From an optimization exercise on the open Yosys and OpenROAD flow, aimed at small area and a short achievable clock period; shortcuts taken in it are not production practice.
Where RTL was checked, it was by simulation tests only, not by an equivalence proof against the original.
For run 1, only the layout was checked, not whether the RTL still works.
No activity file was given, so power comes from the tool's default toggle rates.

==> flow/constraint.sdc <==
create_clock -name core_clock -period 10.0 [get_ports {clk}]
set_input_delay 2.0000 -clock core_clock [delete_from_list [all_inputs] [get_ports {clk}]]
set_output_delay 2.0000 -clock core_clock [all_outputs]
set_load 0.01 [all_outputs]
==> flow/config.mk <==
export PLATFORM = sky130hd
export DESIGN_NAME = double_matrix_to_s31_32_converter_unit
export DESIGN_NICKNAME = double_matrix_to_s31_32_converter_unit
export VERILOG_FILES = /design/flow/design.v
export SDC_FILE = /design/flow/constraint.sdc
export NUM_CORES = 4
export LEC_CHECK = 0
export CAP_MARGIN = 20
export CORE_MARGIN = 2
export CORE_UTILIZATION = 55
export PLACE_DENSITY = 0.65
export SETUP_SLACK_MARGIN = 5
export SLEW_MARGIN = 20
==> flow/design.v <==
package dmconv_pkg;
    localparam int unsigned LANES = 9;
    localparam int unsigned MANT_W   = 52;
    localparam int unsigned EXP_W    = 11;
    localparam int unsigned SIG_W    = MANT_W + 1;
    localparam int unsigned WORD_W   = 64;
    localparam int unsigned INT_W    = 31;
    localparam int unsigned FRAC_W   = 32;
endpackage
module dmconv_lane
(
    input  logic        clk,
    input  logic [63:0] elem,
    output logic [64:0] res
);
    function automatic logic ge_const(input logic [10:0] x, input int unsigned c, input int n);
        logic g;
        g = 1'b1;
        for (int i = 0; i < n; i++)
        begin
            g = ((c >> i) & 1) != 0 ? (x[i] & g) : (x[i] | g);
        end
        ge_const = g;
    endfunction
    logic [10:0] expo;
    logic        nan0;
    logic        sat0;
    logic        zero0;
    logic [5:0]  u0;
    logic [53:0] v0a;
    logic [55:0] v0;
    assign expo  = elem[62:52];
    assign nan0  = (expo == 11'h7FF) && (elem[51:0] != '0);
    assign sat0  = ge_const(expo, 1054, 11);
    assign zero0 = !ge_const(expo, 990, 11);
    assign u0[0] = expo[0];
    assign u0[1] = ~expo[1];
    assign u0[2] = expo[2] ^ expo[1];
    assign u0[3] = expo[3] ^ (expo[2] & expo[1]);
    assign u0[4] = expo[4] ^ (expo[3] & expo[2] & expo[1]);
    assign u0[5] = ~(expo[5] ^ (expo[4] & expo[3] & expo[2] & expo[1]));
    assign v0a = u0[0] ? {1'b1, elem[51:0], 1'b0} : {1'b0, 1'b1, elem[51:0]};
    assign v0  = u0[1] ? {v0a, 2'b0} : {2'b0, v0a};
    logic        sgn1;
    logic        ovf1;
    logic        kill1;
    logic        ones1;
    logic [3:0]  us1;
    logic [55:0] v1;
    always_ff @(posedge clk)
    begin
        sgn1  <= elem[63] && (elem[62:0] != '0) && !nan0;
        ovf1  <= sat0;
        kill1 <= zero0 | nan0;
        ones1 <= sat0 & ~nan0;
        us1   <= u0[5:2];
        v1    <= v0;
    end
    logic [115:0] t1;
    logic [30:0]  ipart1;
    logic [31:0]  a1;
    assign t1     = {60'd0, v1} << {us1, 2'b00};
    assign ipart1 = kill1 ? '0 : ones1 ? '1 : t1[115:85];
    assign a1     = kill1 ? '0 : ones1 ? '1 : t1[84:53];
    logic [55:0] m1;
    logic [55:0] m2;
    for (genvar p = 0; p < 56; p++)
    begin : g_mask
        assign m1[p] = (p <= 24) ? 1'b1 : !ge_const(11'(us1), (84 - p) / 4 + 1, 4);
        assign m2[p] = (p > 52) ? 1'b0 : !ge_const(11'(us1), (52 - p) / 4 + 1, 4);
    end
    logic [55:0] fb1;
    logic [55:0] gs1;
    logic        hi_g1;
    logic [24:0] du_hi1;
    logic [55:0] du1;
    logic [55:0] pf1;
    logic [55:0] tb1;
    logic        over21;
    logic        over22;
    assign fb1    = v1 & m1;
    assign gs1    = v1 & m2;
    assign hi_g1  = gs1[55:24] != '0;
    assign du_hi1 = {1'b0, fb1[55:32]} - {1'b0, gs1[23:0]};
    assign du1    = {du_hi1[23:0], fb1[31:0]};
    always_comb
    begin
        pf1 = fb1;
        pf1 = pf1 | (pf1 >> 1);
        pf1 = pf1 | (pf1 >> 2);
        pf1 = pf1 | (pf1 >> 4);
        pf1 = pf1 | (pf1 >> 8);
        pf1 = pf1 | (pf1 >> 16);
        pf1 = pf1 | (pf1 >> 32);
    end
    assign tb1    = pf1 & ~(pf1 >> 1);
    assign over21 = ((du1 & ~(pf1 >> 21)) != '0)
                    || (((du1 & (tb1 >> 21)) != '0) && ((du1 & (pf1 >> 22)) != '0));
    assign over22 = ((du1 & ~(pf1 >> 22)) != '0)
                    || (((du1 & (tb1 >> 22)) != '0) && ((du1 & (pf1 >> 23)) != '0));
    logic        sgn2;
    logic        ovf2;
    logic        bad2;
    logic        over21_2;
    logic        over22_2;
    logic [30:0] ipart2;
    logic [31:0] a2;
    always_ff @(posedge clk)
    begin
        sgn2     <= sgn1;
        ovf2     <= ovf1;
        bad2     <= hi_g1 | du_hi1[24] | kill1 | ones1;
        over21_2 <= over21;
        over22_2 <= over22;
        ipart2   <= ipart1;
        a2       <= a1;
    end
    logic [31:0] low2;
    logic        a_nz2;
    logic        a_pow2;
    logic        dec2;
    always_comb
    begin
        low2[0] = 1'b1;
        for (int i = 1; i < 32; i++)
        begin
            low2[i] = low2[i-1] & ~a2[i-1];
        end
    end
    assign a_nz2  = a2 != '0;
    assign a_pow2 = (a2 & ~low2) == '0;
    assign dec2   = a_nz2 && !bad2 && (a_pow2 ? over22_2 : over21_2);
    always_ff @(posedge clk)
    begin
        res <= {sgn2, ipart2, a2 ^ ({32{dec2}} & low2), ovf2};
    end
endmodule
module dmconv_merge
#(
    parameter int unsigned STAGES = 2
)
(
    input  logic clk,
    input  logic rst_n,
    input  logic valid,
    output logic done
);
    logic [STAGES-1:0] valid_reg;
    always_ff @(posedge clk or negedge rst_n)
    begin
        if (!rst_n)
        begin
            valid_reg <= '0;
        end
        else
        begin
            valid_reg <= {valid_reg[STAGES-2:0], valid};
        end
    end
    assign done = valid_reg[STAGES-1];
endmodule
module double_matrix_to_s31_32_converter_unit
(
    input  logic              clk,
    input  logic              rst_n,
    input  logic              start,
    output logic              busy,
    input  logic [dmconv_pkg::WORD_W-1:0] elem_r0c0,
    input  logic [dmconv_pkg::WORD_W-1:0] elem_r0c1,
    input  logic [dmconv_pkg::WORD_W-1:0] elem_r0c2,
    input  logic [dmconv_pkg::WORD_W-1:0] elem_r1c0,
    input  logic [dmconv_pkg::WORD_W-1:0] elem_r1c1,
    input  logic [dmconv_pkg::WORD_W-1:0] elem_r1c2,
    input  logic [dmconv_pkg::WORD_W-1:0] elem_r2c0,
    input  logic [dmconv_pkg::WORD_W-1:0] elem_r2c1,
    input  logic [dmconv_pkg::WORD_W-1:0] elem_r2c2,
    output logic              done,
    output logic [dmconv_pkg::WORD_W-1:0] fix_r0c0,
    output logic [dmconv_pkg::WORD_W-1:0] fix_r0c1,
    output logic [dmconv_pkg::WORD_W-1:0] fix_r0c2,
    output logic [dmconv_pkg::WORD_W-1:0] fix_r1c0,
    output logic [dmconv_pkg::WORD_W-1:0] fix_r1c1,
    output logic [dmconv_pkg::WORD_W-1:0] fix_r1c2,
    output logic [dmconv_pkg::WORD_W-1:0] fix_r2c0,
    output logic [dmconv_pkg::WORD_W-1:0] fix_r2c1,
    output logic [dmconv_pkg::WORD_W-1:0] fix_r2c2,
    output logic [dmconv_pkg::LANES-1:0] overflow_mask
);
    localparam int unsigned LANES  = dmconv_pkg::LANES;
    localparam int unsigned WORD_W = dmconv_pkg::WORD_W;
    localparam int unsigned STAGES = 3;
    logic [WORD_W-1:0]           elems [LANES];
    logic [LANES*(WORD_W+1)-1:0] lane_res;
    assign busy = 1'b0;
    assign elems[0] = elem_r0c0;
    assign elems[1] = elem_r0c1;
    assign elems[2] = elem_r0c2;
    assign elems[3] = elem_r1c0;
    assign elems[4] = elem_r1c1;
    assign elems[5] = elem_r1c2;
    assign elems[6] = elem_r2c0;
    assign elems[7] = elem_r2c1;
    assign elems[8] = elem_r2c2;
    for (genvar k = 0; k < LANES; k++)
    begin : g_lane
        dmconv_lane u_lane (
            .clk  (clk),
            .elem (elems[k]),
            .res  (lane_res[k*(WORD_W+1) +: WORD_W+1])
        );
    end
    dmconv_merge #(.STAGES(STAGES)) u_merge (
        .clk   (clk),
        .rst_n (rst_n),
        .valid (start),
        .done  (done)
    );
    for (genvar k = 0; k < LANES; k++)
    begin : g_out
        assign overflow_mask[k] = lane_res[k*(WORD_W+1)];
    end
    assign fix_r0c0 = lane_res[0*(WORD_W+1)+1 +: WORD_W];
    assign fix_r0c1 = lane_res[1*(WORD_W+1)+1 +: WORD_W];
    assign fix_r0c2 = lane_res[2*(WORD_W+1)+1 +: WORD_W];
    assign fix_r1c0 = lane_res[3*(WORD_W+1)+1 +: WORD_W];
    assign fix_r1c1 = lane_res[4*(WORD_W+1)+1 +: WORD_W];
    assign fix_r1c2 = lane_res[5*(WORD_W+1)+1 +: WORD_W];
    assign fix_r2c0 = lane_res[6*(WORD_W+1)+1 +: WORD_W];
    assign fix_r2c1 = lane_res[7*(WORD_W+1)+1 +: WORD_W];
    assign fix_r2c2 = lane_res[8*(WORD_W+1)+1 +: WORD_W];
endmodule
==> flow/flow/run.sh <==
#!/bin/bash
set -u
SETUP_MARGIN=${SETUP_MARGIN:-6.6}
bash standard.sh synth > synth.log 2>&1 || exit 1
bash standard.sh "SETUP_SLACK_MARGIN=$SETUP_MARGIN" \
    "BUFFER_PORTS_ARGS=-buffer_cell sky130_fd_sc_hd__buf_1" finish > layout.log 2>&1 || exit 1
test -f out/final.def
==> flow/standard.sh <==
#!/bin/bash
# synth_recipe.tcl (not shown) runs the flow's synth.tcl, then flattens the netlist and writes it again
# the make line also repeats each setting of config.mk as NAME=value (left out here)
make -C /OpenROAD-flow-scripts/flow DESIGN_CONFIG=/design/flow/config.mk WORK_HOME=/design/flow/orfs CLKGATE_MAP_FILE= SYNTH_SCRIPT=/design/flow/synth_recipe.tcl "${@:-finish}"
==> flow_summary_export.csv, run 1 <==
group,metric,value,unit
synth,synth_edf_count,0,
synth,ys_types,97,
floorplan,rows,165,
cts,htree_levels,4,
synth,synthCells,13300,
synth,syn_avg_cell_area,8.42,um2
floorplan,initial_core_util,55.4,%
synth,synth_area_leaders,"dfxtp_1, mux4_2, mux2i_1, a21oi_1, nand2_1",
synth,netlist_area,112000,um2
place,routabilityCongestion,1.17,
grt,grt_use_total,59.2,%
cts,clock_sinks,1776,
grt,grt_overflow,17,
place,dpl.hpwl,380,mm
synth,syn-num-nets,14100,
cts,numCtsBuffers,173,
synth,synth_top_cell_by_area,"dfxtp_1",
synth,yosys.area.top_type_share,31.6,%
grt,grt_max_degree,65,
run_status,haltStage,"5_1_grt",
floorplan,die_w,456,um
cts,clk_path_buf_depth,3,
floorplan,io_pins,1166,
synth,yosysSeqAreaShare,31.7,%
sta,crit_endpoint,"g_lane[4].u_lane.over21_2$_DFF_P_/D",
run_status,status,"stopped before the end",
synth,ys_seq_elements,1776,
run_status,toolErrorMsg,"[ERROR GRT-0232] Routing congestion too high. Check the congestion heatmap in the GUI.",
sta,worst-ep-kind,"register data pin",
grt,antenna_found_initial,172,
synth,synth_warnings,5,
cts,root_buffer,"clkbuf_16",
synth,ys.flop_type,"dfxtp_1",
synth,async_reset_ff_share,0.169,%
floorplan,die_h,456,um
place,portBuffers,1164,
## metal layers
layer,GRT usage (%),overflow
met5,14.6,4
met4,53.7,5
met3,32.3,1
met2,80.5,7
met1,64.5,0
## cell families after synthesis
logic type               after synthesis  synth area share (%)
AND/OR/NAND/NOR                     4743                  20.4
AO/OA/AOI/OAI                       3604                  21.0
flip-flops                          1776                  31.7
buffers and inverters               1336                  4.50
multiplexers                        1319                  17.3
adder cells (fa/ha/maj)              282                  3.14
XOR/XNOR                             257                  2.01
other                                  1               0.00334
## power groups by stage
stage / logic (mW) / registers, mW / clock network (mW)
after detailed placement: 6.89 / 9.10 / 0
after floorplan: 5.07 / 8.42 / 0
after global placement: 6.79 / 9.08 / 0
after CTS: 8.03 / 8.96 / 7.18
## Yosys cell counts, types with 109 or more instances
cell type,n
nand4_1,181
mux2_2,242
nand2b_1,120
ha_1,243
o22ai_1,112
mux2i_1,606
o21ai_0,777
nor3_1,280
dfxtp_1,1773
nand3_1,320
mux4_2,471
xor2_1,155
inv_1,305
a221oi_1,175
nor2b_1,182
nor2_1,1251
o211ai_1,125
nor4_1,305
a21oi_1,1032
buf_1,168
a31oi_1,125
a211oi_1,109
a22oi_1,126
clkbuf_1,842
and2_1,219
nand2_1,1351
or3_1,110
## timing repair
item,4_1_cts
endpoints found under the setup margin,605
resized for setup,1603
hold buffers,0
setup buffers,463
gates cloned,83
pin swaps,274
## metrics by stage
step	total power [mW]	setup slack (ns)	instance area, um2	std cells
3_5_place_dp	16.0	4.40	118000	16300
4_1_cts	24.2	5.94	137000	17200
3_3_place_gp	15.9	4.09	118000	16300
2_1_floorplan	13.5	5.97	114000	13300
## worst min-delay path by stage
| stage | to | slack (ns) | cells after the start |
|---|---|---|---|
| CTS | g_lane[2].u_lane.res[57]$_DFF_P_ | 0.31 | 0 |
| detailed placement | g_lane[0].u_lane.res[59]$_DFF_P_ | 0.31 | 0 |
| global placement | g_lane[4].u_lane.res[60]$_DFF_P_ | 0.31 | 0 |
| floorplan | g_lane[0].u_lane.ovf2$_DFF_P_ | 0.31 | 0 |
==> run 2, diff against run 1 <==
--- a/flow/design.v
+++ b/flow/design.v
@@ -46,6 +46,7 @@
     logic        kill1;
     logic        ones1;
     logic [3:0]  us1;
+    logic [14:0] th1;
     logic [55:0] v1;
     always_ff @(posedge clk)
     begin
@@ -54,6 +55,10 @@
         kill1 <= zero0 | nan0;
         ones1 <= sat0 & ~nan0;
         us1   <= u0[5:2];
+        for (int k = 0; k < 15; k++)
+        begin
+            th1[k] <= !ge_const(11'(u0[5:2]), k + 1, 4);
+        end
         v1    <= v0;
     end
     logic [115:0] t1;
@@ -66,8 +71,8 @@
     logic [55:0] m2;
     for (genvar p = 0; p < 56; p++)
     begin : g_mask
-        assign m1[p] = (p <= 24) ? 1'b1 : !ge_const(11'(us1), (84 - p) / 4 + 1, 4);
-        assign m2[p] = (p > 52) ? 1'b0 : !ge_const(11'(us1), (52 - p) / 4 + 1, 4);
+        assign m1[p] = (p <= 24) ? 1'b1 : th1[(84 - p) / 4];
+        assign m2[p] = (p > 52) ? 1'b0 : th1[(52 - p) / 4];
     end
     logic [55:0] fb1;
     logic [55:0] gs1;
@@ -76,12 +81,41 @@
     logic [55:0] du1;
     logic [55:0] pf1;
     logic [55:0] tb1;
-    logic        over21;
-    logic        over22;
     assign fb1    = v1 & m1;
     assign gs1    = v1 & m2;
     assign hi_g1  = gs1[55:24] != '0;
-    assign du_hi1 = {1'b0, fb1[55:32]} - {1'b0, gs1[23:0]};
+    logic [23:0] sp1;
+    logic [23:0] sg1;
+    logic [23:0] cg1;
+    assign sp1 = fb1[55:32] ^ ~gs1[23:0];
+    assign sg1 = fb1[55:32] & ~gs1[23:0];
+    always_comb
+    begin
+        logic [23:0] g;
+        logic [23:0] pp;
+        logic [23:0] ng;
+        logic [23:0] np;
+        g     = sg1;
+        pp    = sp1;
+        g[0]  = sg1[0] | sp1[0];
+        for (int l = 0; l < 5; l++)
+        begin
+            ng = g;
+            np = pp;
+            for (int k = 0; k < 24; k++)
+            begin
+                if (((k >> l) & 1) != 0)
+                begin
+                    ng[k] = g[k] | (pp[k] & g[((k >> l) << l) - 1]);
+                    np[k] = pp[k] & pp[((k >> l) << l) - 1];
+                end
+            end
+            g  = ng;
+            pp = np;
+        end
+        cg1 = g;
+    end
+    assign du_hi1 = {~cg1[23], sp1 ^ {cg1[22:0], 1'b1}};
     assign du1    = {du_hi1[23:0], fb1[31:0]};
     always_comb
     begin
@@ -93,43 +127,104 @@
         pf1 = pf1 | (pf1 >> 16);
         pf1 = pf1 | (pf1 >> 32);
     end
-    assign tb1    = pf1 & ~(pf1 >> 1);
-    assign over21 = ((du1 & ~(pf1 >> 21)) != '0)
-                    || (((du1 & (tb1 >> 21)) != '0) && ((du1 & (pf1 >> 22)) != '0));
-    assign over22 = ((du1 & ~(pf1 >> 22)) != '0)
-                    || (((du1 & (tb1 >> 22)) != '0) && ((du1 & (pf1 >> 23)) != '0));
+    assign tb1 = pf1 & ~(pf1 >> 1);
+    logic [55:0] q21;
+    logic [55:0] q22;
+    logic [55:0] t21;
+    logic [55:0] t22;
+    logic [55:0] b21;
+    logic [55:0] b22;
+    logic [15:0] ot1;
+    assign q21 = du1 & ~(pf1 >> 21);
+    assign q22 = du1 & ~(pf1 >> 22);
+    assign t21 = du1 & (tb1 >> 21);
+    assign t22 = du1 & (tb1 >> 22);
+    assign b21 = du1 & (pf1 >> 22);
+    assign b22 = du1 & (pf1 >> 23);
+    for (genvar n = 0; n < 4; n++)
+    begin : g_ot
+        assign ot1[n]     = q21[14*n +: 14] != '0;
+        assign ot1[8 + n] = q22[14*n +: 14] != '0;
+    end
+    assign ot1[4]  = t21[27:0] != '0;
+    assign ot1[5]  = t21[55:28] != '0;
+    assign ot1[6]  = b21[27:0] != '0;
+    assign ot1[7]  = b21[55:28] != '0;
+    assign ot1[12] = t22[27:0] != '0;
+    assign ot1[13] = t22[55:28] != '0;
+    assign ot1[14] = b22[27:0] != '0;
+    assign ot1[15] = b22[55:28] != '0;
+    logic [31:0] ar1;
+    assign ar1 = t1[84:53];
+    logic [7:0] nz1;
+    logic [7:0] le1_1;
+    logic [3:0] nzp1;
+    logic [3:0] lep1;
+    logic [1:0] nzq1;
+    logic [1:0] leq1;
+    logic       a_nz1;
+    logic       a_le1_1;
+    for (genvar n = 0; n < 8; n++)
+    begin : g_nib
+        assign nz1[n]   = ar1[4*n +: 4] != '0;
+        assign le1_1[n] = !((ar1[4*n] | ar1[4*n+1]) & (ar1[4*n+2] | ar1[4*n+3]))
+                          && !(ar1[4*n] & ar1[4*n+1]) && !(ar1[4*n+2] & ar1[4*n+3]);
+    end
+    for (genvar n = 0; n < 4; n++)
+    begin : g_pair
+        assign nzp1[n] = nz1[2*n] | nz1[2*n+1];
+        assign lep1[n] = le1_1[2*n] & le1_1[2*n+1] & !(nz1[2*n] & nz1[2*n+1]);
+    end
+    for (genvar n = 0; n < 2; n++)
+    begin : g_quad
+        assign nzq1[n] = nzp1[2*n] | nzp1[2*n+1];
+        assign leq1[n] = lep1[2*n] & lep1[2*n+1] & !(nzp1[2*n] & nzp1[2*n+1]);
+    end
+    assign a_nz1   = nzq1[0] | nzq1[1];
+    assign a_le1_1 = leq1[0] & leq1[1] & !(nzq1[0] & nzq1[1]);
     logic        sgn2;
     logic        ovf2;
-    logic        bad2;
-    logic        over21_2;
-    logic        over22_2;
+    logic        ok2;
+    logic [15:0] ot2;
+    logic        a_le1;
     logic [30:0] ipart2;
     logic [31:0] a2;
     always_ff @(posedge clk)
     begin
         sgn2     <= sgn1;
         ovf2     <= ovf1;
-        bad2     <= hi_g1 | du_hi1[24] | kill1 | ones1;
-        over21_2 <= over21;
-        over22_2 <= over22;
+        ok2      <= a_nz1 & !hi_g1 & !du_hi1[24] & !kill1 & !ones1;
+        a_le1    <= a_le1_1;
+        ot2      <= ot1;
         ipart2   <= ipart1;
         a2       <= a1;
     end
     logic [31:0] low2;
-    logic        a_nz2;
-    logic        a_pow2;
+    logic        over21_2;
+    logic        over22_2;
     logic        dec2;
     always_comb
     begin
-        low2[0] = 1'b1;
-        for (int i = 1; i < 32; i++)
-        begin
-            low2[i] = low2[i-1] & ~a2[i-1];
-        end
-    end
-    assign a_nz2  = a2 != '0;
-    assign a_pow2 = (a2 & ~low2) == '0;
-    assign dec2   = a_nz2 && !bad2 && (a_pow2 ? over22_2 : over21_2);
+        logic [31:0] z;
+        z = ~a2;
+        for (int l = 0; l < 5; l++)
+        begin
+            logic [31:0] nzv;
+            nzv = z;
+            for (int k = 0; k < 32; k++)
+            begin
+                if (((k >> l) & 1) != 0)
+                begin
+                    nzv[k] = z[k] & z[((k >> l) << l) - 1];
+                end
+            end
+            z = nzv;
+        end
+        low2 = {z[30:0], 1'b1};
+    end
+    assign over21_2 = (ot2[3:0] != '0) || ((ot2[5:4] != '0) && (ot2[7:6] != '0));
+    assign over22_2 = (ot2[11:8] != '0) || ((ot2[13:12] != '0) && (ot2[15:14] != '0));
+    assign dec2     = ok2 && (over21_2 || (a_le1 && over22_2));
     always_ff @(posedge clk)
     begin
         res <= {sgn2, ipart2, a2 ^ ({32{dec2}} & low2), ovf2};
==> flow/run.sh (new file) <==
#!/bin/bash
# synth_recipe.tcl (not shown) runs the flow's synth.tcl, then flattens the netlist and writes it again
# the make line also repeats each setting of config.mk as NAME=value (left out here)
make -C /OpenROAD-flow-scripts/flow DESIGN_CONFIG=/design/flow/config.mk WORK_HOME=/design/flow/orfs CLKGATE_MAP_FILE= SYNTH_SCRIPT=/design/flow/synth_recipe.tcl finish
--- a/flow/config.mk
+++ b/flow/config.mk
@@ -7,7 +7,7 @@
 export LEC_CHECK = 0
 export CAP_MARGIN = 20
 export CORE_MARGIN = 2
-export CORE_UTILIZATION = 55
-export PLACE_DENSITY = 0.65
+export CORE_UTILIZATION = 45
+export PLACE_DENSITY = 0.55
 export SETUP_SLACK_MARGIN = 5
 export SLEW_MARGIN = 20
removed: flow/flow/run.sh
removed: flow/standard.sh
==> flow_summary_export.csv, run 2 <==
group,metric,value,unit
floorplan,die_w,510,um
critical_path,setup.worst_path.class,"reg -> reg",
synth,ys_seq_elements,2037,
cts,holdBufCountCts,0,
synth,yosys.area.top_type_share,35.3,%
job,maxCapViolCount,0,
critical_path,crit_top_cell,"o21ai_0",
drt,num_vias,111000,
final_layout,final_nets,14000,
place,placed_area,129000,um2
drt,drc,0,
critical_path,slowest_delay,0.64,ns
synth,synthCells,12500,
floorplan,rows,185,
run_status,status,"timing/DRC/antenna clean",
drt,wl,500,mm
synth,synth_edf_count,0,
final_layout,final_cell_mix,"dfxtp_1, nand2_1, clkdlybuf4s50_1",
floorplan,core,255000,um2
drt,ant_nets,0,
synth,ys_types,100,
cts,post-cts-setup-buffers,0,
critical_path,cp-end-kind,"flop",
critical_path,crit_arrival,5.42,ns
critical_path,cp.required,10.70,ns
floorplan,die_area,260000,um2
critical_path,crit_chain,"nand2_1 -> ha_1 -> fa_1 -> nand2b_1 -> a21oi_1 -> o21ai_0 -> o21ai_0 -> o31ai_2 -> o21ai_0 -> a21o_1 -> fa_1 -> xnor2_1 -> o21ai_0 -> nor2_1 -> o221ai_1 -> nor3_1 -> o21ai_0 -> a211oi_1 -> o311ai_0",
sta,clock_skew,0.0655,ns
drt,wl_met3,62.2,mm
sta,fin_hold_ws,0.313,ns
drt,viasPerCell,6.65,
grt,grt_overflow,0,
place,place_inst,16300,
synth,async_reset_ff_share,0.147,%
sta,min_period_over_period,47.2,%
floorplan,die_h,510,um
place,portBuffers,1164,
cts,cts_tree,"yes",
critical_path,r2r_slack,5.28,ns
pwr,powerDensity,191,nW/um2
pwr,leakagePower,52.7,nW
final_layout,largest_reg_flops,585,
critical_path,path_max_fanout,15,
synth,syn-num-nets,13400,
final_layout,top_regs,"g_lane.u_lane.res: 585 flops, g_lane.u_lane.v1: 504 flops, g_lane.u_lane.a2: 288 flops",
drt,avgRoutedWirePerCell,30.0,um
synth,syn_avg_cell_area,9.22,um2
final_layout,regMostFlops,"g_lane.u_lane.res",
synth,synth_warnings,5,
grt,first_global_vias,106000,
sta,slew_headroom,16.7,%
sta,setup_viol,0,
critical_path,crit_path_start_kind,"flop",
drt,routed.top_layer,"met5",
grt,grt_use_total,36.8,%
cts,clkLatencyLatePin,0.91,ns
drt,wirelength_met1,192,mm
sta,tightest_slew,1.25,ns
final_layout,area_delta_synth_final,18.3,%
synth,synth_top_cell_by_area,"dfxtp_1",
sta,min_period,4.72,ns
cts,clock_sinks,2037,
drt,firstDrtPassIters,9,
pwr,ir_drop,0.183,mV
synth,synth_area_leaders,"dfxtp_1, mux4_2, nand2_1, a21oi_1, nor2_1",
grt,antenna_found_initial,70,
sta,tns,0,ns
final_layout,fin_area,137000,um2
sta,fin_ws,5.28,ns
synth,synth_commonest_cells,"dfxtp_1, nand2_1, nor2_1",
drt,initialDrtViolationCount,15900,
final_layout,drive_gt1_share,12.4,%
cts,numCtsBuffers,210,
cts,clk_path_buf_depth,3,
floorplan,initial_core_util,45.3,%
drt,wl_met2,215,mm
sta,fmax,0.212,GHz
synth,netlist_area,115000,um2
sta,timing.final.hold_violations,0,
pwr,p_total,26.1,mW
place,dpl.hpwl,383,mm
synth,yosysSeqAreaShare,35.4,%
place,routabilityCongestion,1.07,
grt,grt_max_degree,74,
place,pre_cts_ws,5.31,ns
critical_path,crit_slowest_cell,"dfxtp_1",
cts,clk_pin_slew_worst_paths,0.06,ns
sta,drv_slew,0,
cts,htree_levels,4,
synth,ys.flop_type,"dfxtp_1",
synth,yosysMostFrequentCell,"dfxtp_1",
hold_path,hp-class,"reg -> reg",
final_layout,final_common_cell,"dfxtp_1",
sta,rsz0062_at_grt,"true",
grt,grt_first_pass_wirelength,719,mm
final_layout,final_cells,16700,
final_layout,utilization,53.6,%
cts,root_buffer,"clkbuf_16",
floorplan,io_pins,1166,
run 2: cell types whose count changed after synthesis, sizes merged, moves of 42 or more:
| cell | before | now |
|---|---|---|
| o21ai | 789 | 487 |
| a211oi | 109 | 60 |
| nor3 | 282 | 240 |
| nor2b | 182 | 124 |
| nand3 | 320 | 397 |
| mux2i | 606 | 308 |
| mux2 | 242 | 198 |
| mux4 | 471 | 768 |
| nor2 | 1251 | 1041 |
| clkbuf | 847 | 756 |
| a21oi | 1032 | 922 |
| dfxtp | 1773 | 2034 |
| a221oi | 175 | 126 |
run 2: worst max-delay path: cells and delay by family, from the launching register on:
kind                     cells  cell delay, ns
AO/OA/AOI/OAI               11            2.06
XOR/XNOR                     1            0.12
adder cells (fa/ha/maj)      3            0.93
flip-flops                   1            0.64
AND/OR/NAND/NOR              4            0.81
run 2: worst paths after layout:
path	startpoint	endpoint	depth (start not counted)
min in group asynchronous	rst_n	u_merge.valid_reg[1]$_DFF_PN0_	1
max in group asynchronous	rst_n	u_merge.valid_reg[0]$_DFF_PN0_	1
setup / recovery	g_lane[6].u_lane.th1[13]$_DFF_P_	g_lane[6].u_lane.ot2[11]$_DFF_P_	19
hold / removal	g_lane[4].u_lane.ipart2[15]$_SDFF_PP0_	g_lane[4].u_lane.res[48]$_DFF_P_	0
setup reg to reg	g_lane[6].u_lane.th1[13]$_DFF_P_	g_lane[6].u_lane.ot2[11]$_DFF_P_	19
hold reg to reg	g_lane[4].u_lane.ipart2[15]$_SDFF_PP0_	g_lane[4].u_lane.res[48]$_DFF_P_	0
run 2: kinds of logic after synthesis:
logic type / synth area share, %
flip-flops: 35.4
multiplexers: 19.6
other: 0.00325
AND/OR/NAND/NOR: 18.5
XOR/XNOR: 2.22
AO/OA/AOI/OAI: 16.8
buffers and inverters: 4.03
adder cells (fa/ha/maj): 3.45
run 2: power by group:
part	switching, mW	total [mW]	internal (mW)	leakage, nW
clock network	3.56	8.46	4.90	3.67
logic	4.19	7.36	3.17	31.9
registers	1.31	10.3	8.97	17.1
total	9.05	26.1	17.0	52.7
run 2: cell type report:
type,instances,area [um2]
fill,22800,118000
multi-input combinational,9248,70000
sequential,2037,40900
timing repair buffer,1305,12700
clock buffer,267,5850
tap,3366,4210
clock inverter,126,1730
inverter,299,1120
antenna,37,92.6
run 2: repair_timing:
| action | in CTS | in global routing |
|---|---|---|
| endpoints found under the setup margin | 0 | 3 |
| hold endpoints to repair | 0 | 0 |
| gates resized for setup | 0 | 3 |
run 2: metal layers:
| metal | up-vias | GRT usage, % |
|---|---|---|
| li1 | 48200 | - |
| met1 | 53500 | 47.6 |
| met2 | 7863 | 54.8 |
| met3 | 1428 | 11.4 |
| met4 | 26 | 19.8 |
| met5 | - | 0 |
==> run 3, diff against run 2 <==
==> flow/flow/run.sh (new file) <==
#!/bin/bash
set -u
SETUP_MARGIN=${SETUP_MARGIN:-6.5}
PLATFORM_DONT_USE="sky130_fd_sc_hd__probe_p_8 sky130_fd_sc_hd__probec_p_8 sky130_fd_sc_hd__lpflow_bleeder_1 sky130_fd_sc_hd__lpflow_clkbufkapwr_1 sky130_fd_sc_hd__lpflow_clkbufkapwr_16 sky130_fd_sc_hd__lpflow_clkbufkapwr_2 sky130_fd_sc_hd__lpflow_clkbufkapwr_4 sky130_fd_sc_hd__lpflow_clkbufkapwr_8 sky130_fd_sc_hd__lpflow_clkinvkapwr_1 sky130_fd_sc_hd__lpflow_clkinvkapwr_16 sky130_fd_sc_hd__lpflow_clkinvkapwr_2 sky130_fd_sc_hd__lpflow_clkinvkapwr_4 sky130_fd_sc_hd__lpflow_clkinvkapwr_8 sky130_fd_sc_hd__lpflow_decapkapwr_12 sky130_fd_sc_hd__lpflow_decapkapwr_3 sky130_fd_sc_hd__lpflow_decapkapwr_4 sky130_fd_sc_hd__lpflow_decapkapwr_6 sky130_fd_sc_hd__lpflow_decapkapwr_8 sky130_fd_sc_hd__lpflow_inputiso0n_1 sky130_fd_sc_hd__lpflow_inputiso0p_1 sky130_fd_sc_hd__lpflow_inputiso1n_1 sky130_fd_sc_hd__lpflow_inputiso1p_1 sky130_fd_sc_hd__lpflow_inputisolatch_1 sky130_fd_sc_hd__lpflow_isobufsrc_1 sky130_fd_sc_hd__lpflow_isobufsrc_16 sky130_fd_sc_hd__lpflow_isobufsrc_2 sky130_fd_sc_hd__lpflow_isobufsrc_4 sky130_fd_sc_hd__lpflow_isobufsrc_8 sky130_fd_sc_hd__lpflow_isobufsrckapwr_16 sky130_fd_sc_hd__lpflow_lsbuf_lh_hl_isowell_tap_1 sky130_fd_sc_hd__lpflow_lsbuf_lh_hl_isowell_tap_2 sky130_fd_sc_hd__lpflow_lsbuf_lh_hl_isowell_tap_4 sky130_fd_sc_hd__lpflow_lsbuf_lh_isowell_4 sky130_fd_sc_hd__lpflow_lsbuf_lh_isowell_tap_1 sky130_fd_sc_hd__lpflow_lsbuf_lh_isowell_tap_2 sky130_fd_sc_hd__lpflow_lsbuf_lh_isowell_tap_4"
ADDERS="sky130_fd_sc_hd__fa_1 sky130_fd_sc_hd__fa_2 sky130_fd_sc_hd__fa_4 sky130_fd_sc_hd__fah_1 sky130_fd_sc_hd__fahcin_1 sky130_fd_sc_hd__fahcon_1 sky130_fd_sc_hd__ha_1 sky130_fd_sc_hd__ha_2 sky130_fd_sc_hd__ha_4"
SLOW="sky130_fd_sc_hd__or4_* sky130_fd_sc_hd__or4b_* sky130_fd_sc_hd__or4bb_* sky130_fd_sc_hd__nor4_* sky130_fd_sc_hd__nor4b_* sky130_fd_sc_hd__nor4bb_* sky130_fd_sc_hd__a2111o_* sky130_fd_sc_hd__a2111oi_* sky130_fd_sc_hd__o2111a_* sky130_fd_sc_hd__o2111ai_* sky130_fd_sc_hd__or3_* sky130_fd_sc_hd__or3b_* sky130_fd_sc_hd__and4_* sky130_fd_sc_hd__and4b_* sky130_fd_sc_hd__and4bb_*"
bash standard.sh "DONT_USE_CELLS=$PLATFORM_DONT_USE $ADDERS $SLOW" synth > synth.log 2>&1 || exit 1
bash standard.sh "DONT_USE_CELLS=$PLATFORM_DONT_USE $ADDERS $SLOW" "SETUP_SLACK_MARGIN=$SETUP_MARGIN" \
    "BUFFER_PORTS_ARGS=-buffer_cell sky130_fd_sc_hd__buf_1" finish > layout.log 2>&1 || exit 1
test -f out/final.def
==> flow/standard.sh (new file) <==
#!/bin/bash
# synth_recipe.tcl (not shown) runs the flow's synth.tcl, then flattens the netlist and writes it again
# the make line also repeats each setting of config.mk as NAME=value (left out here)
make -C /OpenROAD-flow-scripts/flow DESIGN_CONFIG=/design/flow/config.mk WORK_HOME=/design/flow/orfs CLKGATE_MAP_FILE= SYNTH_SCRIPT=/design/flow/synth_recipe.tcl "${@:-finish}"
removed: flow/run.sh
==> flow_summary_export.csv, run 3 <==
group,metric,value,unit
run_status,status,"timing/DRC/antenna clean",
drt,drc,0,
synth,ys_seq_elements,2037,
drt,num_vias,121000,
floorplan,core,266000,um2
final_layout,regArea,41400,um2
grt,grt_overflow,0,
synth,synth_top_cell_by_area,"dfxtp_1",
sta,setup_viol,0,
floorplan,die_h,521,um
hold_path,hp-class,"reg -> reg",
floorplan,die_area,272000,um2
cts,htree_levels,4,
grt,grt_first_pass_wirelength,766,mm
synth,async_reset_ff_share,0.147,%
final_layout,utilization,51.2,%
final_layout,regMostFlops,"g_lane.u_lane.res",
final_layout,multi_input_area,74200,um2
place,placed_area,126000,um2
pwr,pwr-share-comb,28.0,%
final_layout,final_nets,15500,
pwr,seqPwrFrac,39.5,%
pwr,swShare,36.3,%
pwr,pwr-share-clk,32.5,%
final_layout,final_cell_mix,"dfxtp_1, nand2_1, nor2_1",
critical_path,slowest_delay,0.46,ns
sta,min_period,3.49,ns
synth,syn_avg_cell_area,8.32,um2
synth,ys_types,114,
synth,yosysSeqAreaShare,33.9,%
grt,first_global_vias,114000,
critical_path,crit_buf_inv,1,
cts,clk_pin_slew_worst_paths,0.06,ns
sta,fmax,0.286,GHz
place,routabilityCongestion,1.05,
floorplan,rows,189,
sta,fin_hold_ws,0.296,ns
synth,synthCells,14500,
sta,tns,0,ns
grt,antenna_found_initial,96,
place,dpl.hpwl,401,mm
final_layout,final_cells,18700,
cts,clock_sinks,2037,
critical_path,path_max_fanout,2,
drt,ant_nets,0,
drt,avgRoutedWirePerCell,28.6,um
sta,tightest_slew,1.19,ns
cts,holdBufCountCts,0,
synth,synth_edf_count,0,
drt,wl,534,mm
place,portBuffers,1164,
final_layout,area_delta_synth_final,13.0,%
final_layout,n_fill_cell,25500,
pwr,ir_drop,0.139,mV
final_layout,top_regs,"g_lane.u_lane.res: 585 flops, g_lane.u_lane.v1: 504 flops, g_lane.u_lane.a2: 288 flops",
synth,synth_warnings,5,
cts,clkLatencyLatePin,0.90,ns
cts,numCtsBuffers,218,
critical_path,crit_slowest_cell,"dfxtp_4",
critical_path,crit_path_start_kind,"flop",
sta,slew_headroom,19.7,%
final_layout,final_common_cell,"dfxtp_1",
synth,yosysMostFrequentCell,"dfxtp_1",
grt,grt_max_degree,75,
cts,clk_path_buf_depth,4,
synth,ys.flop_type,"dfxtp_1",
cts,root_buffer,"clkbuf_16",
grt,grt_use_total,37.2,%
floorplan,io_pins,1166,
pwr,powerDensity,193,nW/um2
critical_path,r2r_slack,6.53,ns
drt,firstDrtPassIters,10,
final_layout,drive_gt1_share,13.9,%
sta,clock_skew,0.0410,ns
drt,viasPerCell,6.50,
critical_path,cp_top_family,"flip-flops",
critical_path,cp.required,8.00,ns
critical_path,cp-end-kind,"primary output",
final_layout,fin_area,136000,um2
place,place_inst,18100,
sta,min_period_over_period,34.9,%
synth,yosys.area.top_type_share,33.8,%
critical_path,setup.worst_path.class,"reg -> out",
synth,syn-num-nets,15000,
synth,synth_area_leaders,"dfxtp_1, mux4_2, nand2_1, mux2i_1, a21oi_1",
floorplan,initial_core_util,45.3,%
pwr,p_sw,9.52,mW
cts,cts_tree,"yes",
synth,netlist_area,120000,um2
sta,timing.final.hold_violations,0,
pwr,p_int,16.7,mW
job,maxCapViolCount,0,
critical_path,crit_chain,"buf_6",
final_layout,largest_reg_flops,585,
floorplan,die_w,521,um
sta,rsz0062_at_grt,"true",
drt,initialDrtViolationCount,15600,
synth,synth_commonest_cells,"dfxtp_1, nand2_1, nor2_1",
critical_path,crit_arrival,1.49,ns
pwr,leakagePower,53.4,nW
sta,drv_slew,0,
run 3: cell types whose count changed after synthesis, moves of 234 or more:
cell / delta
nor4_1: -277
mux4_2: -268
ha_1: -234
nor2_1: +483
a21oi_1: +339
o21ai_0: +277
mux2i_1: +326
nand2_1: +323
run 3: cells by family (layout without fill, tap and decap cells):
group | after synthesis | in the layout | synth area share, %
AND/OR/NAND/NOR | 5163 | 5163 | 19.9
adder cells (fa/ha/maj) | 17 | 17 | 0.142
buffers and inverters | 1529 | 2128 | 5.03
other | 1 | 61 | 0.00312
flip-flops | 2037 | 2037 | 33.9
AO/OA/AOI/OAI | 3876 | 3876 | 20.8
multiplexers | 1350 | 1350 | 16.6
XOR/XNOR | 490 | 490 | 3.57
run 3: path summary, 6_finish.rpt:
kind | start | cells past startpoint | to
setup / recovery | g_lane[3].u_lane.res[19]$_DFF_P_ | 1 | fix_r1c0[18]
hold / removal | g_lane[1].u_lane.ipart2[22]$_SDFF_PP0_ | 0 | g_lane[1].u_lane.res[55]$_DFF_P_
setup reg to reg | g_lane[8].u_lane.v1[52]$_DFF_P_ | 12 | g_lane[8].u_lane.ot2[12]$_DFF_P_
hold reg to reg | g_lane[1].u_lane.ipart2[22]$_SDFF_PP0_ | 0 | g_lane[1].u_lane.res[55]$_DFF_P_
max in group asynchronous | rst_n | 1 | u_merge.valid_reg[1]$_DFF_PN0_
min in group asynchronous | rst_n | 1 | u_merge.valid_reg[0]$_DFF_PN0_
run 3: stage by stage:
stage / total power [mW] / worst slack [ns]
floorplan: 14.7 / 6.53
global placement: 17.3 / 5.77
detailed placement: 17.4 / 5.76
CTS: 26.0 / 6.37
global route: 27.2 / 6.34
finish: 26.2 / 6.51
run 3: repair_timing:
| item | CTS | global route |
|---|---|---|
| endpoints found under the setup margin | 240 | 106 |
| pin swaps | 2 | 16 |
| gates resized for setup | 530 | 253 |
| gates cloned | 3 | 3 |
| setup buffers | 8 | 39 |
run 3: layout make-up:
type                    count  area share, %
well taps                3533           3.25
repair buffers           1405           5.19
inverters                 314          0.889
repair inverters            5         0.0239
flip-flops and latches   2037           30.4
clock inverters           105           1.07
multi-input cells       10900           54.5
clock buffers             299           4.51
diodes                     60          0.110
run 3: power by group through the flow:
stage                     combinational, mW  clock (mW)  sequential [mW]
final                                  7.35        8.53             10.4
after global routing                   7.87        8.98             10.4
after CTS                              7.04        8.67             10.3
after detailed placement               6.90           0             10.5
after global placement                 6.85           0             10.4
after floorplan                        5.14           0             9.55
run 3: per-layer routing:
layer	vias to the layer above	part of all wire (%)	routed length (um)	GRT usage, %
met1	58500	39	210000	48.3
met3	1488	11	59300	9.60
met4	20	6.5	34900	21.3
li1	53400	-	-	-
met5	-	0.025	131	0
met2	7840	43	230000	56.1
==> run 4, diff against run 3 <==
--- a/flow/flow/run.sh
+++ b/flow/flow/run.sh
@@ -1,6 +1,6 @@
 #!/bin/bash
 set -u
-SETUP_MARGIN=${SETUP_MARGIN:-6.5}
+SETUP_MARGIN=${SETUP_MARGIN:-6.8}
 PLATFORM_DONT_USE="sky130_fd_sc_hd__probe_p_8 sky130_fd_sc_hd__probec_p_8 sky130_fd_sc_hd__lpflow_bleeder_1 sky130_fd_sc_hd__lpflow_clkbufkapwr_1 sky130_fd_sc_hd__lpflow_clkbufkapwr_16 sky130_fd_sc_hd__lpflow_clkbufkapwr_2 sky130_fd_sc_hd__lpflow_clkbufkapwr_4 sky130_fd_sc_hd__lpflow_clkbufkapwr_8 sky130_fd_sc_hd__lpflow_clkinvkapwr_1 sky130_fd_sc_hd__lpflow_clkinvkapwr_16 sky130_fd_sc_hd__lpflow_clkinvkapwr_2 sky130_fd_sc_hd__lpflow_clkinvkapwr_4 sky130_fd_sc_hd__lpflow_clkinvkapwr_8 sky130_fd_sc_hd__lpflow_decapkapwr_12 sky130_fd_sc_hd__lpflow_decapkapwr_3 sky130_fd_sc_hd__lpflow_decapkapwr_4 sky130_fd_sc_hd__lpflow_decapkapwr_6 sky130_fd_sc_hd__lpflow_decapkapwr_8 sky130_fd_sc_hd__lpflow_inputiso0n_1 sky130_fd_sc_hd__lpflow_inputiso0p_1 sky130_fd_sc_hd__lpflow_inputiso1n_1 sky130_fd_sc_hd__lpflow_inputiso1p_1 sky130_fd_sc_hd__lpflow_inputisolatch_1 sky130_fd_sc_hd__lpflow_isobufsrc_1 sky130_fd_sc_hd__lpflow_isobufsrc_16 sky130_fd_sc_hd__lpflow_isobufsrc_2 sky130_fd_sc_hd__lpflow_isobufsrc_4 sky130_fd_sc_hd__lpflow_isobufsrc_8 sky130_fd_sc_hd__lpflow_isobufsrckapwr_16 sky130_fd_sc_hd__lpflow_lsbuf_lh_hl_isowell_tap_1 sky130_fd_sc_hd__lpflow_lsbuf_lh_hl_isowell_tap_2 sky130_fd_sc_hd__lpflow_lsbuf_lh_hl_isowell_tap_4 sky130_fd_sc_hd__lpflow_lsbuf_lh_isowell_4 sky130_fd_sc_hd__lpflow_lsbuf_lh_isowell_tap_1 sky130_fd_sc_hd__lpflow_lsbuf_lh_isowell_tap_2 sky130_fd_sc_hd__lpflow_lsbuf_lh_isowell_tap_4"
 ADDERS="sky130_fd_sc_hd__fa_1 sky130_fd_sc_hd__fa_2 sky130_fd_sc_hd__fa_4 sky130_fd_sc_hd__fah_1 sky130_fd_sc_hd__fahcin_1 sky130_fd_sc_hd__fahcon_1 sky130_fd_sc_hd__ha_1 sky130_fd_sc_hd__ha_2 sky130_fd_sc_hd__ha_4"
 SLOW="sky130_fd_sc_hd__or4_* sky130_fd_sc_hd__or4b_* sky130_fd_sc_hd__or4bb_* sky130_fd_sc_hd__nor4_* sky130_fd_sc_hd__nor4b_* sky130_fd_sc_hd__nor4bb_* sky130_fd_sc_hd__a2111o_* sky130_fd_sc_hd__a2111oi_* sky130_fd_sc_hd__o2111a_* sky130_fd_sc_hd__o2111ai_* sky130_fd_sc_hd__or3_* sky130_fd_sc_hd__or3b_* sky130_fd_sc_hd__and4_* sky130_fd_sc_hd__and4b_* sky130_fd_sc_hd__and4bb_*"
==> flow_summary_export.csv, run 4 <==
group,metric,value,unit
cts,clk_path_buf_depth,4,
place,place_inst,18100,
critical_path,r2r_slack,6.76,ns
critical_path,cp-end-kind,"primary output",
synth,ys_seq_elements,2037,
synth,synth_top_cell_by_area,"dfxtp_1",
critical_path,cp.depth,1,
pwr,p_sw,9.61,mW
floorplan,die_area,272000,um2
drt,num_vias,122000,
drt,wl,538,mm
sta,drv_slew,0,
drt,wl_met2,236,mm
critical_path,crit_buf_inv,1,
synth,syn_avg_cell_area,8.32,um2
cts,clk_pin_slew_worst_paths,0.06,ns
drt,routed.top_layer,"met5",
pwr,pwr-share-clk,31.8,%
place,routabilityCongestion,1.02,
critical_path,crit_start,"u_merge.valid_reg[2]$_DFF_PN0_",
synth,async_reset_ff_share,0.147,%
cts,cts_tree,"yes",
sta,tns,0,ns
synth,synth_compound_area_share,20.8,%
critical_path,path_max_fanout,1,
final_layout,area_delta_synth_final,17.5,%
synth,synth_fa_ha_area_share,0.142,%
sta,clock_skew,0.0422,ns
place,portBuffers,1164,
final_layout,largest_reg_flops,585,
pwr,leakagePower,56.3,nW
pwr,p_int,17.0,mW
drt,avgRoutedWirePerCell,28.7,um
critical_path,crit_end,"done",
drt,firstDrtPassIters,9,
critical_path,cp_top_family,"flip-flops",
drt,wirelength_met1,209,mm
drt,initialDrtViolationCount,16300,
floorplan,io_pins,1166,
critical_path,slowest_delay,0.44,ns
final_layout,fin_area,141000,um2
sta,setup_viol,0,
sta,min_period,3.51,ns
final_layout,final_cells,18800,
final_layout,top_regs,"g_lane.u_lane.res: 585 flops, g_lane.u_lane.v1: 504 flops, g_lane.u_lane.a2: 288 flops",
pwr,ir_drop,0.149,mV
sta,min_period_over_period,35.1,%
grt,grt_max_degree,75,
synth,synth_warnings,5,
cts,clock_sinks,2037,
synth,yosys.area.top_type_share,33.8,%
job,maxCapViolCount,0,
final_layout,final_common_cell,"nand2_1",
cts,clkLatencyLatePin,0.92,ns
sta,slew_headroom,20.0,%
critical_path,crit_path_start_kind,"flop",
synth,synth_top_family_by_area,"compound AO/OA/AOI/OAI gates",
synth,yosysMostFrequentCell,"dfxtp_1",
drt,ant_nets,0,
hold_path,hp-class,"reg -> reg",
critical_path,reg2reg_depth,11,
synth,synth_edf_count,0,
grt,grt_overflow,0,
synth,synth_commonest_cells,"dfxtp_1, nand2_1, nor2_1",
synth,synth_area_leaders,"dfxtp_1, mux4_2, nand2_1, mux2i_1, a21oi_1",
pwr,pwr-share-comb,29.0,%
floorplan,initial_core_util,45.3,%
sta,fmax,0.285,GHz
synth,synth_mux_area_share,16.6,%
final_layout,n_fill_cell,24800,
pwr,powerDensity,188,nW/um2
floorplan,core,266000,um2
grt,grt_use_total,37.3,%
sta,tightest_slew,1.19,ns
sta,timing.final.hold_violations,0,
synth,netlist_area,120000,um2
sta,rsz0062_at_grt,"true",
synth,synthXorXnorAreaFrac,3.57,%
cts,root_buffer,"clkbuf_16",
synth,ys_types,114,
critical_path,crit_slowest_cell,"dfrtp_1",
pwr,swShare,36.1,%
place,dpl.hpwl,399,mm
drt,wl_met3,60.0,mm
synth,yosys.area_share.simple,19.9,%
final_layout,final_nets,15600,
run_status,status,"timing/DRC/antenna clean",
final_layout,drive_gt1_share,21.2,%
pwr,seqPwrFrac,39.2,%
synth,ys.flop_type,"dfxtp_1",
drt,drc,0,
critical_path,setup.worst_path.class,"reg -> out",
critical_path,crit_arrival,1.51,ns
grt,first_global_vias,114000,
critical_path,crit_chain,"buf_2",
cts,numCtsBuffers,216,
drt,viasPerCell,6.50,
final_layout,final_cell_mix,"nand2_1, nor2_1, dfxtp_1",
final_layout,utilization,53.3,%
synth,yosysSeqAreaShare,33.9,%
critical_path,cp.required,8.00,ns
floorplan,die_h,521,um
critical_path,rr_startpoint,"g_lane[4].u_lane.v1[21]$_DFF_P_",
final_layout,regMostFlops,"g_lane.u_lane.res",
grt,grt_first_pass_wirelength,768,mm
cts,htree_levels,4,
place,placed_area,126000,um2
grt,antenna_found_initial,117,
floorplan,die_w,521,um
synth,syn-num-nets,15000,
critical_path,regToRegEndpoint,"g_lane[4].u_lane.ok2$_DFF_P_",
synth,synthCells,14500,
floorplan,rows,189,
run 4: logic make-up after synthesis:
group,Yosys count
mux,1350
flops,2037
buf+inv,1529
fa+ha+maj,17
simple gates,5163
compound gates,3876
other cells,1
xor+xnor,490
run 4: area by class of cell:
cell class | instances | area (um2) | share of cell area (%)
clock buffers | 286 | 6090 | 4.31
multi-input cells | 10900 | 75500 | 53.4
clock inverters | 109 | 1440 | 1.02
repair buffers | 1522 | 10600 | 7.51
well taps | 3533 | 4420 | 3.12
repair inverters | 4 | 30.0 | 0.0212
flip-flops and latches | 2037 | 42000 | 29.7
diodes | 56 | 140 | 0.0990
inverters | 314 | 1240 | 0.875
run 4: worst min-delay path by stage:
stage	start	endpoint	slack, ns	cells past startpoint
after detailed placement	g_lane[6].u_lane.ipart2[2]$_SDFF_PP0_	g_lane[6].u_lane.res[35]$_DFF_P_	0.31	0
after global placement	g_lane[7].u_lane.ipart2[25]$_SDFF_PP0_	g_lane[7].u_lane.res[58]$_DFF_P_	0.31	0
after floorplan	g_lane[0].u_lane.ovf1$_DFF_P_	g_lane[0].u_lane.ovf2$_DFF_P_	0.31	0
after global routing	g_lane[5].u_lane.ipart2[5]$_SDFF_PP0_	g_lane[5].u_lane.res[38]$_DFF_P_	0.32	0
final	g_lane[5].u_lane.ipart2[5]$_SDFF_PP0_	g_lane[5].u_lane.res[38]$_DFF_P_	0.30	0
after CTS	g_lane[8].u_lane.ipart2[29]$_SDFF_PP0_	g_lane[8].u_lane.res[62]$_DFF_P_	0.32	0
run 4: what timing repair did:
| action | 4_1_cts | 5_1_grt |
|---|---|---|
| hold endpoints to repair | 0 | 0 |
| buffers inserted | 38 | 127 |
| pin swaps | 21 | 57 |
| gates cloned | 5 | 8 |
| resized for setup | 1629 | 672 |
| endpoints found under the setup margin | 711 | 722 |
| hold buffers | 0 | 0 |
run 4: metal layers:
| metal | vias to the layer above | global-route usage (%) |
|---|---|---|
| li1 | 53700 | - |
| met5 | - | 0.176 |
| met4 | 94 | 19.8 |
| met2 | 7670 | 57.3 |
| met3 | 1566 | 9.43 |
| met1 | 58900 | 48.2 |
run 4: power groups by stage:
stage	Sequential [mW]	Clock (mW)	Combinational [mW]
after floorplan	9.55	0	5.15
after global placement	10.5	0	6.83
after detailed placement	10.5	0	6.86
after CTS	10.4	8.59	7.22
after global routing	10.5	8.93	8.25
final	10.5	8.48	7.73
run 4: per-stage QoR:
step / worst slack (ns) / total power [mW] / hold slack (ns)
3_3_place_gp: 5.94 / 17.3 / 0.310
2_1_floorplan: 6.59 / 14.7 / 0.310
6_report: 6.49 / 26.7 / 0.305
4_1_cts: 6.44 / 26.2 / 0.319
3_5_place_dp: 5.87 / 17.3 / 0.312
5_1_grt: 6.46 / 27.6 / 0.320
==> run 5, diff against run 4 <==
--- a/flow/design.v
+++ b/flow/design.v
@@ -154,8 +154,6 @@
     assign ot1[13] = t22[55:28] != '0;
     assign ot1[14] = b22[27:0] != '0;
     assign ot1[15] = b22[55:28] != '0;
-    logic [31:0] ar1;
-    assign ar1 = t1[84:53];
     logic [7:0] nz1;
     logic [7:0] le1_1;
     logic [3:0] nzp1;
@@ -166,9 +164,9 @@
     logic       a_le1_1;
     for (genvar n = 0; n < 8; n++)
     begin : g_nib
-        assign nz1[n]   = ar1[4*n +: 4] != '0;
-        assign le1_1[n] = !((ar1[4*n] | ar1[4*n+1]) & (ar1[4*n+2] | ar1[4*n+3]))
-                          && !(ar1[4*n] & ar1[4*n+1]) && !(ar1[4*n+2] & ar1[4*n+3]);
+        assign nz1[n]   = a1[4*n +: 4] != '0;
+        assign le1_1[n] = !((a1[4*n] | a1[4*n+1]) & (a1[4*n+2] | a1[4*n+3]))
+                          && !(a1[4*n] & a1[4*n+1]) && !(a1[4*n+2] & a1[4*n+3]);
     end
     for (genvar n = 0; n < 4; n++)
     begin : g_pair
--- a/flow/flow/run.sh
+++ b/flow/flow/run.sh
@@ -1,6 +1,6 @@
 #!/bin/bash
 set -u
-SETUP_MARGIN=${SETUP_MARGIN:-6.8}
+SETUP_MARGIN=${SETUP_MARGIN:-6.5}
 PLATFORM_DONT_USE="sky130_fd_sc_hd__probe_p_8 sky130_fd_sc_hd__probec_p_8 sky130_fd_sc_hd__lpflow_bleeder_1 sky130_fd_sc_hd__lpflow_clkbufkapwr_1 sky130_fd_sc_hd__lpflow_clkbufkapwr_16 sky130_fd_sc_hd__lpflow_clkbufkapwr_2 sky130_fd_sc_hd__lpflow_clkbufkapwr_4 sky130_fd_sc_hd__lpflow_clkbufkapwr_8 sky130_fd_sc_hd__lpflow_clkinvkapwr_1 sky130_fd_sc_hd__lpflow_clkinvkapwr_16 sky130_fd_sc_hd__lpflow_clkinvkapwr_2 sky130_fd_sc_hd__lpflow_clkinvkapwr_4 sky130_fd_sc_hd__lpflow_clkinvkapwr_8 sky130_fd_sc_hd__lpflow_decapkapwr_12 sky130_fd_sc_hd__lpflow_decapkapwr_3 sky130_fd_sc_hd__lpflow_decapkapwr_4 sky130_fd_sc_hd__lpflow_decapkapwr_6 sky130_fd_sc_hd__lpflow_decapkapwr_8 sky130_fd_sc_hd__lpflow_inputiso0n_1 sky130_fd_sc_hd__lpflow_inputiso0p_1 sky130_fd_sc_hd__lpflow_inputiso1n_1 sky130_fd_sc_hd__lpflow_inputiso1p_1 sky130_fd_sc_hd__lpflow_inputisolatch_1 sky130_fd_sc_hd__lpflow_isobufsrc_1 sky130_fd_sc_hd__lpflow_isobufsrc_16 sky130_fd_sc_hd__lpflow_isobufsrc_2 sky130_fd_sc_hd__lpflow_isobufsrc_4 sky130_fd_sc_hd__lpflow_isobufsrc_8 sky130_fd_sc_hd__lpflow_isobufsrckapwr_16 sky130_fd_sc_hd__lpflow_lsbuf_lh_hl_isowell_tap_1 sky130_fd_sc_hd__lpflow_lsbuf_lh_hl_isowell_tap_2 sky130_fd_sc_hd__lpflow_lsbuf_lh_hl_isowell_tap_4 sky130_fd_sc_hd__lpflow_lsbuf_lh_isowell_4 sky130_fd_sc_hd__lpflow_lsbuf_lh_isowell_tap_1 sky130_fd_sc_hd__lpflow_lsbuf_lh_isowell_tap_2 sky130_fd_sc_hd__lpflow_lsbuf_lh_isowell_tap_4"
 ADDERS="sky130_fd_sc_hd__fa_1 sky130_fd_sc_hd__fa_2 sky130_fd_sc_hd__fa_4 sky130_fd_sc_hd__fah_1 sky130_fd_sc_hd__fahcin_1 sky130_fd_sc_hd__fahcon_1 sky130_fd_sc_hd__ha_1 sky130_fd_sc_hd__ha_2 sky130_fd_sc_hd__ha_4"
 SLOW="sky130_fd_sc_hd__or4_* sky130_fd_sc_hd__or4b_* sky130_fd_sc_hd__or4bb_* sky130_fd_sc_hd__nor4_* sky130_fd_sc_hd__nor4b_* sky130_fd_sc_hd__nor4bb_* sky130_fd_sc_hd__a2111o_* sky130_fd_sc_hd__a2111oi_* sky130_fd_sc_hd__o2111a_* sky130_fd_sc_hd__o2111ai_* sky130_fd_sc_hd__or3_* sky130_fd_sc_hd__or3b_* sky130_fd_sc_hd__and4_* sky130_fd_sc_hd__and4b_* sky130_fd_sc_hd__and4bb_*"
==> flow_summary_export.csv, run 5 <==
group,metric,value,unit
synth,synth_warnings,5,
pwr,ir_drop,0.171,mV
sta,setup_viol,0,
place,place_inst,18100,
grt,grt_overflow,0,
floorplan,die_area,271000,um2
final_layout,largest_reg_flops,585,
place,routabilityCongestion,1.04,
synth,async_reset_ff_share,0.147,%
cts,holdBufCountCts,0,
sta,fmax,0.286,GHz
critical_path,setup.worst_path.class,"reg -> reg",
sta,timing.final.hold_violations,0,
critical_path,crit_arrival,4.24,ns
sta,fin_hold_ws,0.317,ns
synth,ys_seq_elements,2037,
critical_path,crit_path_start_kind,"flop",
final_layout,utilization,51.7,%
critical_path,cp.required,10.75,ns
cts,clkLatencyLatePin,0.94,ns
floorplan,initial_core_util,45.3,%
synth,yosys.area.top_type_share,33.9,%
grt,grt_use_total,36.9,%
pwr,leakagePower,53.7,nW
drt,ant_nets,0,
place,dpl.hpwl,398,mm
final_layout,top_regs,"g_lane.u_lane.res: 585 flops, g_lane.u_lane.v1: 504 flops, g_lane.u_lane.a2: 288 flops",
cts,numCtsBuffers,217,
synth,synth_edf_count,0,
floorplan,io_pins,1166,
final_layout,area_delta_synth_final,14.1,%
sta,slew_headroom,23.3,%
sta,rsz0062_at_grt,"true",
cts,cts_tree,"yes",
cts,clk_path_buf_depth,4,
floorplan,core,265000,um2
cts,clock_sinks,2037,
final_layout,final_cells,18700,
drt,drc,0,
drt,num_vias,120000,
synth,synth_area_leaders,"dfxtp_1, mux4_2, mux2i_1, nor2_1, nand2_1",
synth,yosysSeqAreaShare,33.9,%
sta,min_period,3.49,ns
final_layout,final_cell_mix,"dfxtp_1, nor2_1, nand2_1",
grt,antenna_found_initial,76,
final_layout,final_nets,15500,
synth,ys.flop_type,"dfxtp_1",
job,maxCapViolCount,0,
grt,grt_first_pass_wirelength,760,mm
critical_path,reg2reg_depth,11,
synth,ys_types,111,
drt,avgRoutedWirePerCell,28.3,um
synth,synth_commonest_cells,"dfxtp_1, nor2_1, nand2_1",
drt,viasPerCell,6.46,
sta,tightest_slew,1.15,ns
drt,initialDrtViolationCount,15500,
synth,synthCells,14400,
place,pre_cts_ws,5.64,ns
synth,yosysMostFrequentCell,"dfxtp_1",
floorplan,rows,189,
critical_path,path_max_fanout,12,
grt,grt_max_degree,80,
final_layout,drive_gt1_share,15.1,%
synth,syn-num-nets,15000,
hold_path,whs_path_depth,0,
cts,htree_levels,4,
sta,drv_slew,0,
sta,clock_skew,0.0619,ns
critical_path,cp-end-kind,"flop",
final_layout,regMostFlops,"g_lane.u_lane.res",
drt,wl,528,mm
final_layout,final_common_cell,"dfxtp_1",
run_status,status,"timing/DRC/antenna clean",
cts,root_buffer,"clkbuf_16",
synth,netlist_area,120000,um2
drt,firstDrtPassIters,10,
cts,clk_pin_slew_worst_paths,0.07,ns
grt,first_global_vias,113000,
sta,tns,0,ns
hold_path,hp-class,"reg -> reg",
sta,fin_ws,6.51,ns
synth,synth_top_cell_by_area,"dfxtp_1",
pwr,powerDensity,191,nW/um2
floorplan,die_w,521,um
place,portBuffers,1164,
floorplan,die_h,521,um
sta,min_period_over_period,34.9,%
synth,syn_avg_cell_area,8.33,um2
[run 5: worst paths after layout]
| kind | startpoint | to | slack [ns] |
|---|---|---|---|
| setup / recovery | g_lane[8].u_lane.v1[5]$_DFF_P_ | g_lane[8].u_lane.ot2[11]$_DFF_P_ | 6.51 |
| hold / removal | g_lane[4].u_lane.ipart2[20]$_SDFF_PP0_ | g_lane[4].u_lane.res[53]$_DFF_P_ | 0.32 |
| setup reg to reg | g_lane[8].u_lane.v1[5]$_DFF_P_ | g_lane[8].u_lane.ot2[11]$_DFF_P_ | 6.51 |
| hold reg to reg | g_lane[4].u_lane.ipart2[20]$_SDFF_PP0_ | g_lane[4].u_lane.res[53]$_DFF_P_ | 0.32 |
| max in group asynchronous | rst_n | u_merge.valid_reg[0]$_DFF_PN0_ | 8.96 |
| min in group asynchronous | rst_n | u_merge.valid_reg[2]$_DFF_PN0_ | 0.89 |
[run 5: repair_timing]
action / CTS / global route
gates resized for setup: 600 / 357
setup endpoints to repair: 283 / 136
pin swaps: 14 / 32
setup buffers: 32 / 79
gates cloned: 3 / 3
[run 5: logic make-up (layout without fill, tap and decap cells)]
family | after synthesis | in the layout | synth area share [%]
and+or+nand+nor | 5207 | 5207 | 20.0
AOI/OAI and AO/OA | 3733 | 3735 | 20.5
DFF | 2037 | 2037 | 33.9
buffers and inverters | 1594 | 2239 | 5.16
muxes | 1340 | 1340 | 16.6
xor gates and xnor gates | 496 | 496 | 3.61
adders and majority gates | 18 | 18 | 0.151
other | 1 | 48 | 0.00312
[run 5: critical path: stages (launching register included)]
cell       delay [ns]
dfxtp_1          0.95
o21ai_0          0.29
a21oi_1          0.24
o31ai_1          0.11
a31o_2           0.29
o2bb2ai_2        0.19
a21oi_4          0.24
nor2_1           0.09
or2_2            0.33
mux2i_1          0.14
o31ai_1          0.23
nand3_1          0.21
[run 5: final cells by class]
type / instances / area (um2)
fillers: 25400 / 128000
multi-input cells: 10800 / 74400
flip-flops and latches: 2037 / 41400
repair buffers: 1461 / 7550
clock buffers: 269 / 5950
well taps: 3533 / 4420
clock inverters: 133 / 1780
inverters: 373 / 1440
diodes: 47 / 118
repair inverters: 3 / 20.0
[run 5: stage by stage]
stage / power, mW / instance area, um2
floorplan: 14.5 / 120000
global placement: 17.1 / 126000
detailed placement: 17.1 / 126000
CTS: 25.9 / 135000
global route: 27.2 / 137000
finish: 26.2 / 137000
[run 5: per-layer routing]
layer  share of wire [%]  vias to the layer above  track usage (%)
met5               0.039                        -                0
met4                 6.8                       34             22.4
met3                  10                     1497             7.94
met2                  44                     7471             56.7
met1                  39                    58000             47.5
li1                    -                    53400                -
[run 5: report_power, final]
part | internal (mW) | switching (mW)
registers | 8.98 | 1.43
logic | 2.75 | 4.36
clock network | 5.10 | 3.60
total | 16.8 | 9.39

-- afterwards: timing with drivers on the ports --
How much do the figures lean on ideal ports? The routed layouts below were timed once more, with nothing changed but the port constraints. Step 1, drivers: a clkbuf_16 drives clk and a buf_2 each remaining input, both assumed. Step 2 adds t to the input delays and takes it off the output delays; t is the mean of the earliest and latest rising clock arrival at the registers after step 1. Input paths then give back, and output paths get back, about the clock's delay inside the block. Three values: ideal ports, drivers, drivers and shift; two values: the first two.
| run | shift t [ns] | slack for setup (ns) | worst hold slack (ns) | worst setup path after step 2 | pins driven straight from the clock port |
|---|---|---|---|---|---|
| run 2 | 0.964 | 5.283 / 5.283 / 5.283 | 0.313 / 0.313 / 0.313 | register to register | 1 |
| run 3 | 0.998 | 6.507 / 6.402 / 5.434 | 0.296 / 0.296 / 0.296 | input to register | 1 |
| run 4 | 1.006 | 6.487 / 6.376 / 5.871 | 0.305 / 0.305 / 0.305 | input to register | 1 |
| run 5 | 1.016 | 6.507 / 6.413 / 5.717 | 0.317 / 0.317 / 0.317 | input to register | 1 |
After both steps every run listed still meets setup and hold. The setup slack of run 3, which loses most, moves by -0.105 ns with the drivers and by -1.073 ns with both steps.
